Context: an optimization exercise on an open-source flow, tuned for small area and a short achievable clock period. The choices shown serve that exercise and are no tape-out recipe.
Where RTL was checked, it was by simulation tests only, not by an equivalence proof against the original.
No functional check of the RTL was part of runs 2 and 3.
Power and IR drop assume default switching activity.

## flow/design.v (module list and top-level ports; edited modules follow where they fit)
// module fft_test_core: 3109 lines
// module fft_fa: 10 lines
// module fft_ha: 9 lines
module fft_test_core #(
  localparam int IW = 12,
  localparam int OW = 19,
  localparam int AW = 43
) (
  input  logic                 aclk,
  input  logic                 aresetn,
  input  logic [IW-1:0]        input_data_ch1,
  output logic signed [OW-1:0] fft_real,
  output logic signed [OW-1:0] fft_imag,
  output logic [AW-1:0]        amp,
  output logic                 fft_out_valid
);
  // ...
==> flow/flow/run.sh <==
#!/bin/bash
# The standard ORFS layout, with repair_timing aiming for a larger setup slack
# (the clock and constraints stay the design's) and a clock tree without dummy loads.
# Make's full output goes to make.log.
set -euo pipefail
export CTS_ARGS="-sink_clustering_enable -repair_clock_nets -dont_use_dummy_load -sink_clustering_size 25 -sink_clustering_max_diameter 70"
bash standard.sh SETUP_SLACK_MARGIN=${MARGIN:-11.3} finish > make.log 2>&1
==> flow/standard.sh <==
#!/bin/bash
# synth_recipe.tcl (not shown) runs the flow's synth.tcl, then flattens the netlist and writes it again
# the make line also repeats each setting of config.mk as NAME=value (left out here)
make -C /OpenROAD-flow-scripts/flow DESIGN_CONFIG=/design/flow/config.mk WORK_HOME=/design/flow/orfs CLKGATE_MAP_FILE= SYNTH_SCRIPT=/design/flow/synth_recipe.tcl "${@:-finish}"
==> flow/config.mk <==
export PLATFORM = sky130hd
export DESIGN_NAME = fft_test_core
export DESIGN_NICKNAME = fft_test_core
export VERILOG_FILES = /design/flow/design.v
export SDC_FILE = /design/flow/constraint.sdc
export NUM_CORES = 8
export LEC_CHECK = 0
export CAP_MARGIN = 20
export CORE_MARGIN = 2
export CORE_UTILIZATION = 55
export SLEW_MARGIN = 20
export SYNTH_HIERARCHICAL = 1
export SYNTH_MINIMUM_KEEP_SIZE = 0
==> flow/constraint.sdc <==
create_clock -name core_clock -period 16.0 [get_ports {aclk}]
set_input_delay 3.2000 -clock core_clock [delete_from_list [all_inputs] [get_ports {aclk}]]
set_output_delay 3.2000 -clock core_clock [all_outputs]
set_load 0.01 [all_outputs]
==> results.py, run 1 <==
metrics = {
    "outcome": {
        "status": "timing/DRC/antenna clean",
    },
    "drt": {
        "antenna_left": 0,
        "firstDrtPassIters": 8,
        "top_layer": "met5",
        "wl_met3_um": 22200,
    },
    "layout": {
        "reg_top3": "r0: 1088 flops, r1: 1088 flops",
        "clk_share_pct": 3.21,
        "final_cell_mix": "dfxtp_1 (2354), fa_1 (880), and2_1 (856)",
        "multi_input_cells": 5289,
        "final_common_cell": "dfxtp_1",
        "fin_util_pct": 60.9,
    },
    "power_and_ir_drop": {
        "peakVddDrop_uv": 121,
        "p_int_uw": 8080,
    },
    "yosys": {
        "synth_top_area_share_pct": 47.6,
        "synthTopCellsByArea": "dfxtp_1 (48%), fa_1 (19%), and2_1 (5.3%)",
        "yosys.area_share.xor_xnor_pct": 2.08,
        "ys_ff_latch": 2558,
        "seq_area_frac_synth_pct": 50.3,
    },
    "timing": {
        "setup_viol": 0,
        "max-slew-margin-rel_pct": 18.7,
    },
    "placed_design": {
        "port_buffers": 88,
        "hpwl_um": 218000,
    },
    "global_routing": {
        "grt_max_degree": 78,
        "globalRouteMet2Util_pct": 46.7,
    },
    "critical_path": {
        "worstSetupPathDepth": 10,
        "cpMaxStageDelayCell": "fa_2",
        "crit_arrival_ps": 5490,
        "crit_path_frequent_cell": "fa_1",
        "rrSetupSlack_ps": 11200,
    },
    "cts": {
        "cts_made_buffers": 145,
    },
}
==> run 2: changes to the inputs <==
--- a/flow/design.v
+++ b/flow/design.v
@@ -21,17 +21,17 @@
     din_r  <= {~input_data_ch1[IW-1], input_data_ch1[IW-2:0]};
     din_rr <= din_r;
   end
   assign cap0 = tau[0] ? din_r : din_rr;
   assign cap1 = tau[0] ? din_rr : din_r;
   logic [31:0][33:0] r0, r1, r0_n, r1_n;
   logic [8:0] tau_n, tau_w;
   assign tau_n = (tau == 9'd319) ? 9'd0 : tau + 9'd1;
-  assign tau_w = tau_n - 9'd2;
+  assign tau_w = tau_n - 9'd3;
   logic is0_0, wb0_0, is0_1, wb0_1, is1_0, wb1_0, is1_1, wb1_1, is2_0, wb2_0, is2_1, wb2_1, is3_0, wb3_0, is3_1, wb3_1, is4_0, wb4_0, is4_1, wb4_1, is5_1, wb5_1, issq, sq_sub, out_ph, out_sub;
   logic [4:0] m;
   always_ff @(posedge aclk or negedge aresetn) begin
     if (!aresetn) begin
       is0_0 <= 1'b0;
       wb0_0 <= 1'b0;
       is0_1 <= 1'b0;
       wb0_1 <= 1'b0;
@@ -55,54 +55,54 @@
       wb5_1 <= 1'b0;
       issq <= 1'b0;
       sq_sub <= 1'b0;
       out_ph <= 1'b0;
       out_sub <= 1'b0;
       m <= '0;
     end else begin
       is0_0 <= (tau_n >= 9'd60) && (tau_n < 9'd92) && (tau_n[0] == 1'b0);
-      wb0_0 <= (tau_n >= 9'd62) && (tau_n < 9'd94) && (tau_w[0] == 1'b0);
+      wb0_0 <= (tau_n >= 9'd63) && (tau_n < 9'd95) && (tau_w[0] == 1'b0);
       is0_1 <= (tau_n >= 9'd60) && (tau_n < 9'd92) && (tau_n[0] == 1'b1);
-      wb0_1 <= (tau_n >= 9'd62) && (tau_n < 9'd94) && (tau_w[0] == 1'b1);
+      wb0_1 <= (tau_n >= 9'd63) && (tau_n < 9'd95) && (tau_w[0] == 1'b1);
       is1_0 <= (tau_n >= 9'd92) && (tau_n < 9'd124) && (tau_n[1] == 1'b0);
-      wb1_0 <= (tau_n >= 9'd94) && (tau_n < 9'd126) && (tau_w[1] == 1'b0);
+      wb1_0 <= (tau_n >= 9'd95) && (tau_n < 9'd127) && (tau_w[1] == 1'b0);
       is1_1 <= (tau_n >= 9'd92) && (tau_n < 9'd124) && (tau_n[1] == 1'b1);
-      wb1_1 <= (tau_n >= 9'd94) && (tau_n < 9'd126) && (tau_w[1] == 1'b1);
+      wb1_1 <= (tau_n >= 9'd95) && (tau_n < 9'd127) && (tau_w[1] == 1'b1);
       is2_0 <= (tau_n >= 9'd124) && (tau_n < 9'd156) && (tau_n[2] == 1'b0);
-      wb2_0 <= (tau_n >= 9'd126) && (tau_n < 9'd158) && (tau_w[2] == 1'b0);
+      wb2_0 <= (tau_n >= 9'd127) && (tau_n < 9'd159) && (tau_w[2] == 1'b0);
       is2_1 <= (tau_n >= 9'd124) && (tau_n < 9'd156) && (tau_n[2] == 1'b1);
-      wb2_1 <= (tau_n >= 9'd126) && (tau_n < 9'd158) && (tau_w[2] == 1'b1);
+      wb2_1 <= (tau_n >= 9'd127) && (tau_n < 9'd159) && (tau_w[2] == 1'b1);
       is3_0 <= (tau_n >= 9'd156) && (tau_n < 9'd188) && (tau_n[3] == 1'b0);
-      wb3_0 <= (tau_n >= 9'd158) && (tau_n < 9'd190) && (tau_w[3] == 1'b0);
+      wb3_0 <= (tau_n >= 9'd159) && (tau_n < 9'd191) && (tau_w[3] == 1'b0);
       is3_1 <= (tau_n >= 9'd156) && (tau_n < 9'd188) && (tau_n[3] == 1'b1);
-      wb3_1 <= (tau_n >= 9'd158) && (tau_n < 9'd190) && (tau_w[3] == 1'b1);
+      wb3_1 <= (tau_n >= 9'd159) && (tau_n < 9'd191) && (tau_w[3] == 1'b1);
       is4_0 <= (tau_n >= 9'd188) && (tau_n < 9'd220) && (tau_n[4] == 1'b0);
-      wb4_0 <= (tau_n >= 9'd190) && (tau_n < 9'd222) && (tau_w[4] == 1'b0);
+      wb4_0 <= (tau_n >= 9'd191) && (tau_n < 9'd223) && (tau_w[4] == 1'b0);
       is4_1 <= (tau_n >= 9'd188) && (tau_n < 9'd220) && (tau_n[4] == 1'b1);
-      wb4_1 <= (tau_n >= 9'd190) && (tau_n < 9'd222) && (tau_w[4] == 1'b1);
+      wb4_1 <= (tau_n >= 9'd191) && (tau_n < 9'd223) && (tau_w[4] == 1'b1);
       is5_1 <= (tau_n >= 9'd220) && (tau_n < 9'd252);
-      wb5_1 <= (tau_n >= 9'd222) && (tau_n < 9'd254);
+      wb5_1 <= (tau_n >= 9'd223) && (tau_n < 9'd255);
       issq <= (tau_n >= 9'd254) && (tau_n < 9'd318);
       sq_sub <= (tau_n >= 9'd286);
       out_ph <= (tau_n >= 9'd256);
       out_sub <= (tau_n >= 9'd288);
       if ((tau_n >= 9'd60) && (tau_n < 9'd92))      m <= 5'd0;
       else if ((tau_n >= 9'd92) && (tau_n < 9'd124)) m <= {tau_n[0], 4'b0000};
       else if ((tau_n >= 9'd124) && (tau_n < 9'd156)) m <= {tau_n[1:0], 3'b000};
       else if ((tau_n >= 9'd156) && (tau_n < 9'd188)) m <= {tau_n[2:0], 2'b00};
       else if ((tau_n >= 9'd188) && (tau_n < 9'd220)) m <= {tau_n[3:0], 1'b0};
       else         m <= tau_n[4:0] + 5'd0;
     end
   end
   logic [33:0] bw;
   always_comb begin
     bw = '0;
-    if (is0_0) bw = bw | {17'd0, {5{r0[7][11]}}, r0[7][11:0]};
-    if (is0_1) bw = bw | {17'd0, {5{r1[4][11]}}, r1[4][11:0]};
+    if (is0_0) bw = bw | {17'd0, {5{r0[9][11]}}, r0[9][11:0]};
+    if (is0_1) bw = bw | {17'd0, {5{r1[24][11]}}, r1[24][11:0]};
     if (is1_0) bw = bw | r0[2];
     if (is1_1) bw = bw | r1[0];
     if (is2_0) bw = bw | r0[4];
     if (is2_1) bw = bw | r1[0];
     if (is3_0) bw = bw | r0[8];
     if (is3_1) bw = bw | r1[0];
     if (is4_0) bw = bw | r0[16];
     if (is4_1) bw = bw | r1[0];
@@ -3005,77 +3005,74 @@
     tim_b <= {ti_s3746, ti_s3743, ti_s3740, ti_s3737, ti_s3734, ti_s3731, ti_s3728, ti_s3725, ti_s3722, ti_s3719, ti_s3716, ti_s3713, ti_s3710, ti_s3707, ti_s3704, ti_s3701, ti_s3698, ti_s3695, ti_s3692, ti_s3689, ti_s3686, ti_s3683, ti_s3680, ti_s3677, ti_s3674, ti_s3671, ti_s3668, ti_s3665, ti_s3662, ti_s3659, ti_s3656, ti_s3653, ti_s3650, ti_s3647, ti_s3542, k2_a2211};
   end
   logic [16:0] lo_re, lo_im;
   logic        c16_re, c16_im;
   assign lo_re = 17'(tre_a[15:0]) + 17'(tre_b[15:0]);
   assign lo_im = 17'(tim_a[15:0]) + 17'(tim_b[15:0]);
   assign c16_re = lo_re[16];
   assign c16_im = lo_im[16];
-  logic [16:0] pa_re, pb_re, pa_im, pb_im;
-  assign pa_re = tre_a[32:16];
-  assign pb_re = tre_b[32:16];
-  assign pa_im = tim_a[32:16];
-  assign pb_im = tim_b[32:16];
   logic [16:0] p_re, p_im;
-  assign p_re = pa_re + pb_re + {16'd0, c16_re};
-  assign p_im = pa_im + pb_im + {16'd0, c16_im};
+  always_ff @(posedge aclk) begin
+    p_re <= tre_a[32:16] + tre_b[32:16] + {16'd0, c16_re};
+    p_im <= tim_a[32:16] + tim_b[32:16] + {16'd0, c16_im};
+  end
   logic [33:0] aw;
   always_comb begin
     aw = '0;
-    if (wb0_0) aw = aw | {17'd0, {5{r0[4][11]}}, r0[4][11:0]};
-    if (wb0_1) aw = aw | {17'd0, {5{r1[1][11]}}, r1[1][11:0]};
-    if (wb1_0) aw = aw | r0[30];
-    if (wb1_1) aw = aw | r1[28];
-    if (wb2_0) aw = aw | r0[30];
-    if (wb2_1) aw = aw | r1[26];
-    if (wb3_0) aw = aw | r0[30];
-    if (wb3_1) aw = aw | r1[22];
-    if (wb4_0) aw = aw | r0[30];
-    if (wb4_1) aw = aw | r1[14];
+    if (wb0_0) aw = aw | {17'd0, {5{r0[5][11]}}, r0[5][11:0]};
+    if (wb0_1) aw = aw | {17'd0, {5{r1[20][11]}}, r1[20][11:0]};
+    if (wb1_0) aw = aw | r0[29];
+    if (wb1_1) aw = aw | r1[27];
+    if (wb2_0) aw = aw | r0[29];
+    if (wb2_1) aw = aw | r1[25];
+    if (wb3_0) aw = aw | r0[29];
+    if (wb3_1) aw = aw | r1[21];
+    if (wb4_0) aw = aw | r0[29];
+    if (wb4_1) aw = aw | r1[13];
   end
   logic [16:0] top_re, top_im, bot_re, bot_im;
-  assign top_re = aw[16:0]  + pa_re + pb_re + {16'd0, c16_re};
-  assign top_im = aw[33:17] + pa_im + pb_im + {16'd0, c16_im};
-  assign bot_re = aw[16:0]  + ~pa_re + ~pb_re + 17'd1 + {16'd0, ~c16_re};
-  assign bot_im = aw[33:17] + ~pa_im + ~pb_im + 17'd1 + {16'd0, ~c16_im};
+  assign top_re = aw[16:0]  + p_re;
+  assign top_im = aw[33:17] + p_im;
+  assign bot_re = aw[16:0]  - p_re;
+  assign bot_im = aw[33:17] - p_im;
   always_comb begin
     for (int q = 0; q < 32; q++) begin
       r0_n[q] = r0[(q + 1) % 32];
       r1_n[q] = r1[(q + 1) % 32];
     end
-    if (wb2_0) r0_n[1] = {bot_im, bot_re};
+    if (wb2_0) r0_n[0] = {bot_im, bot_re};
     if (tau == 9'd5 || tau == 9'd23 || tau == 9'd38 || tau == 9'd56) r0_n[2][11:0] = cap0;
-    if (wb0_0) r0_n[3] = {top_im, top_re};
-    if (wb0_0) r0_n[4] = {bot_im, bot_re};
-    if (wb3_0) r0_n[5] = {bot_im, bot_re};
+    if (wb0_0) r0_n[4] = {top_im, top_re};
+    else if (wb3_0) r0_n[4] = {bot_im, bot_re};
+    if (wb0_0) r0_n[5] = {bot_im, bot_re};
     if (tau == 9'd11 || tau == 9'd44) r0_n[8][11:0] = cap0;
-    if (tau == 9'd3 || tau == 9'd15 || tau == 9'd25 || tau == 9'd36 || tau == 9'd48 || tau == 9'd58) r0_n[12][11:0] = cap0;
-    if (wb4_0) r0_n[13] = {bot_im, bot_re};
+    if (wb4_0) r0_n[12] = {bot_im, bot_re};
+    else if (tau == 9'd3 || tau == 9'd15 || tau == 9'd25 || tau == 9'd36 || tau == 9'd48 || tau == 9'd58) r0_n[12][11:0] = cap0;
     if (tau == 9'd7 || tau == 9'd17 || tau == 9'd29 || tau == 9'd40 || tau == 9'd50 || tau == 9'd62) r0_n[16][11:0] = cap0;
     if (tau == 9'd21 || tau == 9'd54) r0_n[20][11:0] = cap0;
     if (tau == 9'd9 || tau == 9'd27 || tau == 9'd42 || tau == 9'd60) r0_n[26][11:0] = cap0;
-    if (wb1_0 | wb2_0 | wb3_0 | wb4_0) r0_n[29] = {top_im, top_re};
-    if (tau == 9'd1 || tau == 9'd13 || tau == 9'd19 || tau == 9'd31 || tau == 9'd34 || tau == 9'd46 || tau == 9'd52 || tau == 9'd64) r0_n[30][11:0] = cap0;
-    if (wb1_0) r0_n[31] = {bot_im, bot_re};
-    if (wb0_1) r1_n[0] = {top_im, top_re};
-    if (wb0_1) r1_n[1] = {bot_im, bot_re};
-    else if (tau == 9'd6 || tau == 9'd24 || tau == 9'd39 || tau == 9'd57) r1_n[1][11:0] = cap1;
+    if (wb1_0 | wb2_0 | wb3_0 | wb4_0) r0_n[28] = {top_im, top_re};
+    if (wb1_0) r0_n[30] = {bot_im, bot_re};
+    else if (tau == 9'd1 || tau == 9'd13 || tau == 9'd19 || tau == 9'd31 || tau == 9'd34 || tau == 9'd46 || tau == 9'd52 || tau == 9'd64) r0_n[30][11:0] = cap0;
+    if (tau == 9'd6 || tau == 9'd24 || tau == 9'd39 || tau == 9'd57) r1_n[1][11:0] = cap1;
     if (tau == 9'd12 || tau == 9'd45) r1_n[7][11:0] = cap1;
     if (tau == 9'd4 || tau == 9'd16 || tau == 9'd26 || tau == 9'd37 || tau == 9'd49 || tau == 9'd59) r1_n[11][11:0] = cap1;
-    if (wb4_1) r1_n[13] = {top_im, top_re};
+    if (wb4_1) r1_n[12] = {top_im, top_re};
     if (tau == 9'd8 || tau == 9'd18 || tau == 9'd30 || tau == 9'd41 || tau == 9'd51 || tau == 9'd63) r1_n[15][11:0] = cap1;
-    if (tau == 9'd22 || tau == 9'd55) r1_n[19][11:0] = cap1;
-    if (wb3_1) r1_n[21] = {top_im, top_re};
-    if (wb2_1) r1_n[25] = {top_im, top_re};
-    else if (tau == 9'd10 || tau == 9'd28 || tau == 9'd43 || tau == 9'd61) r1_n[25][11:0] = cap1;
-    if (wb1_1) r1_n[27] = {top_im, top_re};
-    if (wb1_1 | wb2_1 | wb3_1 | wb4_1) r1_n[29] = {bot_im, bot_re};
-    else if (wb5_1) r1_n[29] = {p_im, p_re};
-    else if (tau == 9'd2 || tau == 9'd14 || tau == 9'd20 || tau == 9'd32 || tau == 9'd35 || tau == 9'd47 || tau == 9'd53 || tau == 9'd65) r1_n[29][11:0] = cap1;
+    if (wb0_1) r1_n[19] = {top_im, top_re};
+    else if (tau == 9'd22 || tau == 9'd55) r1_n[19][11:0] = cap1;
+    if (wb0_1) r1_n[20] = {bot_im, bot_re};
+    else if (wb3_1) r1_n[20] = {top_im, top_re};
+    if (wb2_1) r1_n[24] = {top_im, top_re};
+    if (tau == 9'd10 || tau == 9'd28 || tau == 9'd43 || tau == 9'd61) r1_n[25][11:0] = cap1;
+    if (wb1_1) r1_n[26] = {top_im, top_re};
+    if (wb1_1 | wb2_1 | wb3_1 | wb4_1) r1_n[28] = {bot_im, bot_re};
+    else if (wb5_1) r1_n[28] = {p_im, p_re};
+    if (tau == 9'd2 || tau == 9'd14 || tau == 9'd20 || tau == 9'd32 || tau == 9'd35 || tau == 9'd47 || tau == 9'd53 || tau == 9'd65) r1_n[29][11:0] = cap1;
   end
   always_ff @(posedge aclk) begin
     r0 <= r0_n;
     r1 <= r1_n;
   end
   logic signed [17:0] xo_re, xo_im;
   always_comb begin
     if (!out_sub) begin
==> run 2 against run 1 <==
Compared with the run above: still clean; via count is 0.76% higher; cell count rose by 1.6%; power increased by 1.1%; clock power about the same; non-clock buffer count fell by 73; sequential share of layout area increased by 1.8 points; worst setup slack better by 60 ps; hold slack lost 16 ps; routed wire length shrank 2.3%; critical path type unchanged; critical endpoint is now r1[710]; largest cell class unchanged.
==> results.py, run 2 <==
metrics = {
    "critical_path": {
        "rrSetupSlack_ps": 11260,
        "cp.buffers_inverters": 2,
        "cp-start-kind": "flop",
        "crit_end": "r1[710]",
        "crit_family": "compound AO/OA/AOI/OAI gates",
        "worstSetupPathDepth": 14,
        "cpMaxStageDelayCell": "xor2_1",
        "reg2reg_from": "wb2_0",
        "critPathKind": "reg2reg",
        "cp_max_fo": 13,
        "reg2reg_depth": 14,
        "path_cells": "or4_4 > buf_12 > buf_4 > nand2_1 > nand3_1 > ha_1 > nor3b_1 > a211o_1 > a21oi_1 > a211oi_2 > o21ai_0 > xor2_1 > a211oi_1 > a21o_1",
        "crit_arrival_ps": 5460,
        "worstSetupEndpointType": "flop",
        "cp_slowest_stage_delay_ps": 670,
        "crit_start": "wb2_0",
        "worstPathRequired_ps": 16710,
        "reg2reg_to": "r1[710]",
    },
    "layout": {
        "fillers": 15300,
        "reg_top3": "r0: 1088 flops, r1: 1088 flops",
        "final_cell_mix": "dfxtp_1 (2386), and2_1 (868), fa_1 (847)",
        "instances_no_fill": 11200,
        "layout-drive-gt1-share_pct": 7.76,
        "area_delta_synth_final_pct": 7.77,
        "final_common_cell": "dfxtp_1",
        "fin_nets": 9906,
    },
    "floorplanning": {
        "design.core.area_mm2": 0.185,
        "die_w_um": 435,
        "die-area_mm2": 0.189,
        "initial_core_util_pct": 55.3,
        "fp.dieH_um": 435,
        "row_count": 158,
        "io_pins": 96,
    },
    "power_and_ir_drop": {
        "power.density_mw_per_mm2": 92.8,
        "p_sw_uw": 2070,
        "p_int_uw": 8160,
        "seqPwrFrac_pct": 64.1,
        "clkPwrFrac_pct": 35.0,
        "sw_frac_of_total_pct": 20.2,
        "combPwrFrac_pct": 0.9,
        "p_leak_uw": 0.0477,
        "peakVddDrop_uv": 136,
    },
    "yosys": {
        "seq_area_frac_synth_pct": 51.3,
        "syn_area_per_cell_um2": 11.7,
        "synthTopCellsByArea": "dfxtp_1 (49%), fa_1 (17%), and2_1 (5.3%)",
        "yosysMostFrequentCell": "dfxtp_1",
        "synth_top_area_share_pct": 48.5,
        "yosysUniqueCellTypes": 90,
        "ys.flop_type": "dfxtp_1",
        "yosys_warnings": 7,
        "netlist_instances": 8728,
        "synth_edf_count": 0,
        "yosys.area.top_type": "dfxtp_1",
        "synth.top_cells.by_count": "dfxtp_1 (2479), fa_1 (892), and2_1 (870), nor2_1 (574), a21oi_1 (504)",
        "syn_area_mm2": 0.102,
        "postSynth.asyncResetShare_pct": 4.36,
        "ys_ff_latch": 2592,
    },
    "drt": {
        "drt-initial-drc-count": 5453,
        "antenna_left": 0,
        "wl_met3_um": 18500,
        "wl_met2_um": 133000,
        "via_per_inst": 5.69,
        "wl_met1_um": 129000,
        "wl_per_cell_um": 26.5,
        "wl_um": 297000,
        "vias": 63700,
        "drc": 0,
        "firstDrtPassIters": 6,
        "top_layer": "met5",
    },
    "placed_design": {
        "hpwl_um": 217000,
        "dp.cells": 11000,
        "place_ws_ps": 10520,
        "port_buffers": 88,
        "place_congestion": 0.939,
    },
    "global_routing": {
        "grt_pass1_wl_um": 433000,
        "antenna_found_initial": 19,
        "grt_overflow_total": 0,
        "track_usage_pct": 31.2,
        "first_global_vias": 63900,
        "grt_max_degree": 90,
    },
    "min_path": {
        "min_from": "r1[540]",
        "holdCritPathClass": "reg2reg",
    },
    "timing": {
        "fin_setup_tns_ps": 0,
        "finalCriticalPeriod_ps": 4740,
        "slew_viol_final": 0,
        "rsz0062_at_grt": "true",
        "fin_skew_ps": 111,
        "hold_viol_final": 0,
        "worst_pin_slew_ps": 1140,
        "setup_ws_ps": 11260,
        "max_freq_ghz": 0.211,
        "fin_crit_sh_pct": 29.6,
        "max-slew-margin-rel_pct": 23.0,
        "setup_viol": 0,
    },
    "outcome": {
        "status": "timing/DRC/antenna clean",
    },
    "cts": {
        "clock-sinks": 2592,
        "root_buffer": "clkbuf_16",
        "cts_made_buffers": 145,
        "cts_tree": "yes",
        "cts-hold-fix-buffers": 0,
        "cts.path.max_buffers": 3,
        "insertion_delay_ps": 850,
        "clkSlewWorstSetupHoldPaths_ps": 90,
        "cts.htree.levels": 4,
    },
    "job": {
        "max_cap_viol_count": 0,
    },
}
[run 2: cell count changes after synthesis, moves of 55 or more]
cell,previous run,this run
a21oi_1,388,504
o21ai_0,154,308
nor2_1,406,574
fa_1,956,892
o21ai_1,65,0
nand2_1,436,491
mux2_2,398,123
[run 2: timing repair]
action,in CTS,in global routing
pin swaps,8,22
setup endpoints to repair,309,114
resized for setup,322,68
gates cloned,2,0
setup buffers,53,33
[run 2: cell families after synthesis]
kind of cell	after synthesis	synth area share (%)
fa+ha+maj	1181	21.0
other cells	1	0.00367
xor+xnor	241	2.06
buf+inv	608	2.29
simple gates	2460	12.3
flops	2592	51.3
mux	237	2.50
compound gates	1408	8.55
[run 2: modules after synthesis (local to each module, per instance)]
module | times used | flops+latches
fft_test_core | 1 | 2592
fft_fa | 878 | 0
fft_ha | 49 | 0
[run 2: power groups by stage]
| stage | Combinational, uW | Clock (uW) | Sequential, uW |
|---|---|---|---|
| after floorplan | 52.6 | 0 | 6700 |
| after CTS | 94.8 | 3650 | 6560 |
| after global placement | 92.9 | 0 | 6710 |
| final | 94.8 | 3580 | 6560 |
| after global routing | 103 | 3880 | 6560 |
| after detailed placement | 94.1 | 0 | 6710 |
[run 2: how the worst min path moves through the flow]
stage | endpoint | slack [ps] | cells past startpoint
finish | r1[506] | 270 | 0
global route | r1[882] | 250 | 0
CTS | r1[506] | 250 | 0
detailed placement | r0[232] | 310 | 0
global placement | r1[725] | 310 | 0
floorplan | r0[1000] | 310 | 0
[run 2: final cells by class]
type / instances / area [um^2] / share of cell area, %
Tap cell: 2480 / 3100 / 2.81
Antenna cell: 12 / 30.0 / 0.0272
Inverter: 190 / 713 / 0.647
Clock buffer: 145 / 3630 / 3.29
Timing Repair Buffer: 247 / 2100 / 1.91
Sequential cell: 2592 / 52800 / 47.9
Multi-Input combinational cell: 5536 / 47900 / 43.5
[run 2: stage by stage]
step | instance area (um^2) | hold slack (ps) | power, uW | util, %
floorplan | 102000 | 310 | 6750 | -
global placement | 105000 | 310 | 6810 | 56.9
detailed placement | 105000 | 312 | 6810 | 56.9
CTS | 110000 | 254 | 10300 | 59.3
global route | 110000 | 254 | 10500 | 59.6
finish | 110000 | 268 | 10200 | 59.6
[run 2: worst register-to-register path: cells and delay by family, from the launching register on]
family | cells | cell delay [ps]
and+or+nand+nor | 4 | 1030
AOI/OAI and AO/OA | 6 | 1570
DFF | 1 | 610
xor gates and xnor gates | 1 | 670
adders and majority gates | 1 | 430
buffers and inverters | 2 | 360
[run 2: routing by layer]
layer | GRT usage [%] | vias to the layer above
met5 | 0 | -
met4 | 15.3 | 2
met3 | 4.07 | 513
met2 | 48.1 | 2174
met1 | 43.8 | 32300
li1 | - | 28700
==> run 3: changes to the inputs <==
--- a/flow/flow/run.sh
+++ b/flow/flow/run.sh
@@ -5,3 +5,3 @@
 set -euo pipefail
 export CTS_ARGS="-sink_clustering_enable -repair_clock_nets -dont_use_dummy_load -sink_clustering_size 25 -sink_clustering_max_diameter 70"
-bash standard.sh SETUP_SLACK_MARGIN=${MARGIN:-11.3} finish > make.log 2>&1
+bash standard.sh SETUP_SLACK_MARGIN=${MARGIN:-11.5} finish > make.log 2>&1
==> run 3 against run 2 <==
Compared with the run above: still clean on timing, DRC and antenna; critical path type unchanged; sequential power about the same; highest routed layer unchanged; cell count increased by 0.63%; maximum frequency increased by 1.1%; synthesized cell count unchanged; design area increased by 0.91%; clock skew decreased by 16 ps.
==> results.py, run 3 <==
metrics = {
    "outcome": {
        "status": "timing/DRC/antenna clean",
    },
    "cts": {
        "insertion_delay_ps": 830,
        "clock-sinks": 2592,
        "clkSlewWorstSetupHoldPaths_ps": 90,
        "cts-hold-fix-buffers": 0,
        "cts.path.max_buffers": 3,
        "root_buffer": "clkbuf_16",
        "cts_made_buffers": 145,
        "cts.htree.levels": 4,
        "cts_tree": "yes",
    },
    "placed_design": {
        "hpwl_um": 219000,
        "port_buffers": 88,
        "dp.cells": 11000,
        "place_area_mm2": 0.105,
        "place_congestion": 0.934,
    },
    "critical_path": {
        "cpMaxStageDelayCell": "fa_2",
        "reg2reg_to": "tre_b[17]",
        "critPathKind": "reg2reg",
        "path_cells": "buf_12 > and2_4 > fa_2 > fa_1 > fa_1 > fa_2 > fa_2 > fa_2 > fa_2 > fa_2",
        "reg2reg_depth": 10,
        "crit_arrival_ps": 5320,
        "cp-start-kind": "flop",
        "cp_max_fo": 4,
        "worstSetupEndpointType": "flop",
        "worstPathRequired_ps": 16630,
        "crit_path_frequent_cell": "fa_2",
        "cp_slowest_stage_delay_ps": 570,
        "reg2reg_from": "oc1[5]",
        "rrSetupSlack_ps": 11310,
    },
    "global_routing": {
        "grt_pass1_wl_um": 436000,
        "first_global_vias": 64200,
        "antenna_found_initial": 22,
        "grt_max_degree": 90,
        "grt_overflow_total": 0,
        "track_usage_pct": 31.5,
        "busiest_layer": "met2",
        "globalRouteMet2Util_pct": 49.0,
        "met1_usage_pct": 43.5,
        "met3_usage_pct": 4.44,
    },
    "min_path": {
        "min_from": "r0[856]",
        "hold_end": "r0[822]",
        "holdPathStages": 0,
        "holdCritPathClass": "reg2reg",
    },
    "yosys": {
        "yosys_warnings": 7,
        "yosysUniqueCellTypes": 90,
        "synth.top_cells.by_count": "dfxtp_1 (2479), fa_1 (892), and2_1 (870), nor2_1 (574), a21oi_1 (504)",
        "synthTopCellsByArea": "dfxtp_1 (49%), fa_1 (17%), and2_1 (5.3%)",
        "ys.flop_type": "dfxtp_1",
        "syn_area_mm2": 0.102,
        "yosysMostFrequentCell": "dfxtp_1",
        "synth_top_area_share_pct": 48.5,
        "postSynth.asyncResetShare_pct": 4.36,
        "syn_area_per_cell_um2": 11.7,
        "seq_area_frac_synth_pct": 51.3,
        "ys_ff_latch": 2592,
        "yosys.area.top_type": "dfxtp_1",
        "synth_edf_count": 0,
        "netlist_instances": 8728,
    },
    "timing": {
        "max_freq_ghz": 0.213,
        "max-slew-margin-rel_pct": 21.0,
        "rsz0062_at_grt": "true",
        "slew_viol_final": 0,
        "finalCriticalPeriod_ps": 4690,
        "fin_setup_tns_ps": 0,
        "fin_crit_sh_pct": 29.3,
        "fin_skew_ps": 94.7,
        "worst_pin_slew_ps": 1180,
        "hold_viol_final": 0,
        "setup_viol": 0,
        "hold_slack_ps": 278,
    },
    "power_and_ir_drop": {
        "clkPwrFrac_pct": 35.0,
        "power.density_mw_per_mm2": 92.0,
        "p_leak_uw": 0.0480,
        "seqPwrFrac_pct": 64.1,
        "p_int_uw": 8160,
        "combPwrFrac_pct": 0.9,
        "peakVddDrop_uv": 118,
        "sw_frac_of_total_pct": 20.2,
        "p_sw_uw": 2070,
    },
    "floorplanning": {
        "fp.dieH_um": 435,
        "design.core.area_mm2": 0.185,
        "die-area_mm2": 0.189,
        "row_count": 158,
        "io_pins": 96,
        "initial_core_util_pct": 55.3,
        "die_w_um": 435,
    },
    "layout": {
        "final_cell_mix": "dfxtp_1 (2381), and2_1 (860), fa_1 (768)",
        "reg_top3": "r0: 1088 flops, r1: 1088 flops",
        "fin_util_pct": 60.1,
        "layout-drive-gt1-share_pct": 10.6,
        "fin_nets": 9981,
        "final_common_cell": "dfxtp_1",
        "fillers": 15300,
        "design_area_mm2": 0.111,
        "instances_no_fill": 11300,
        "area_delta_synth_final_pct": 8.75,
    },
    "drt": {
        "wl_per_cell_um": 26.6,
        "wl_um": 300000,
        "vias": 63800,
        "drc": 0,
        "firstDrtPassIters": 7,
        "drt-initial-drc-count": 6091,
        "via_per_inst": 5.66,
        "antenna_left": 0,
    },
    "job": {
        "max_cap_viol_count": 0,
    },
}
==> run 3: routing by layer <==
metal,vias to the layer above,part of all wire [%]
li1,28800,-
met3,509,6.1
met5,-,0.011
met2,2239,45
met1,32200,43
met4,6,5.4
==> run 3: critical path, delay by kind of cell (launching register included) <==
family	cells	cell delay [ps]
adder cells (fa/ha/maj)	8	3890
AND/OR/NAND/NOR	1	150
buffers and inverters	1	130
flip-flops	1	370
==> run 3: area by class of cell <==
| cell class | instances | area [um^2] | area share, % |
|---|---|---|---|
| Sequential cell | 2592 | 52800 | 47.5 |
| Inverter | 190 | 713 | 0.641 |
| Timing Repair Buffer | 323 | 2650 | 2.38 |
| Antenna cell | 8 | 20.0 | 0.0180 |
| Clock buffer | 145 | 3630 | 3.26 |
| Tap cell | 2480 | 3100 | 2.79 |
| Multi-Input combinational cell | 5535 | 48300 | 43.4 |
==> run 3: cell families after synthesis <==
logic type      count (synthesis)  synth area share [%]
compound gates               1408                  8.55
xor+xnor                      241                  2.06
fa+ha+maj                    1181                  21.0
buf+inv                       608                  2.29
flops                        2592                  51.3
mux                           237                  2.50
other cells                     1               0.00367
simple gates                 2460                  12.3
==> run 3: worst max path at each step <==
| stage | from | end | slack, ps | cells after the start |
|---|---|---|---|---|
| detailed placement | wb3_0 | r0[967] | 10720 | 13 |
| CTS | oc1[5] | tim_b[18] | 11280 | 10 |
| finish | oc1[5] | tre_b[17] | 11310 | 10 |
| floorplan | oc1[9] | tim_b[18] | 11500 | 10 |
| global placement | wb3_0 | r0[967] | 10720 | 13 |
| global route | oc1[6] | tim_b[22] | 11240 | 9 |
==> run 3: through the flow <==
stage	setup WS, ps	total power, uW
floorplan	11500	6750
global placement	10720	6810
detailed placement	10720	6810
CTS	11280	10300
global route	11240	10500
finish	11310	10200
==> run 3: what timing repair did <==
| action | CTS | global route |
|---|---|---|
| cloned | 1 | 0 |
| hold endpoints to repair | 0 | 0 |
| buffers inserted | 88 | 63 |
| resized for setup | 623 | 108 |
| setup endpoints to repair | 324 | 247 |
| pin swaps | 39 | 54 |
==> run 3: power by group through the flow <==
stage / Combinational, uW / Sequential, uW / Clock [uW]
after floorplan: 52.6 / 6700 / 0
after global placement: 93.2 / 6710 / 0
after detailed placement: 94.5 / 6710 / 0
after CTS: 95.3 / 6560 / 3650
after global routing: 104 / 6560 / 3880
final: 95.6 / 6560 / 3580
==> run 3: Yosys stat by module, one instance, submodules excluded <==
module	flops+latches	cells inside	times used
fft_test_core	2592	7801	1
fft_fa	0	1	878
fft_ha	0	1	49

what the ideal ports hide:
The flow's constraints put no driver on any port. The routed layouts listed below were extracted and timed again, unchanged, in two steps. Step 1 assumes that a clkbuf_16 drives the clock port and a buf_2 every other input. Step 2 adds t to the input delays and takes it off the output delays; t is the mean of the earliest and latest rising clock arrival at the registers after step 1. Input paths then give back, and output paths get back, about the clock's delay inside the block. a / b / c = no drivers / after step 1 / after step 2; a / b = the first two.
run | shift t [ns] | setup slack, ns | clock arrival spread, ns
run 1 | 0.890 | 11.197 / 11.197 / 11.197 | 0.114 / 0.114
run 2 | 0.881 | 11.257 / 11.257 / 11.257 | 0.111 / 0.111
run 3 | 0.875 | 11.309 / 11.309 / 11.309 | 0.106 / 0.106
After both steps setup and hold are still met in every run listed.
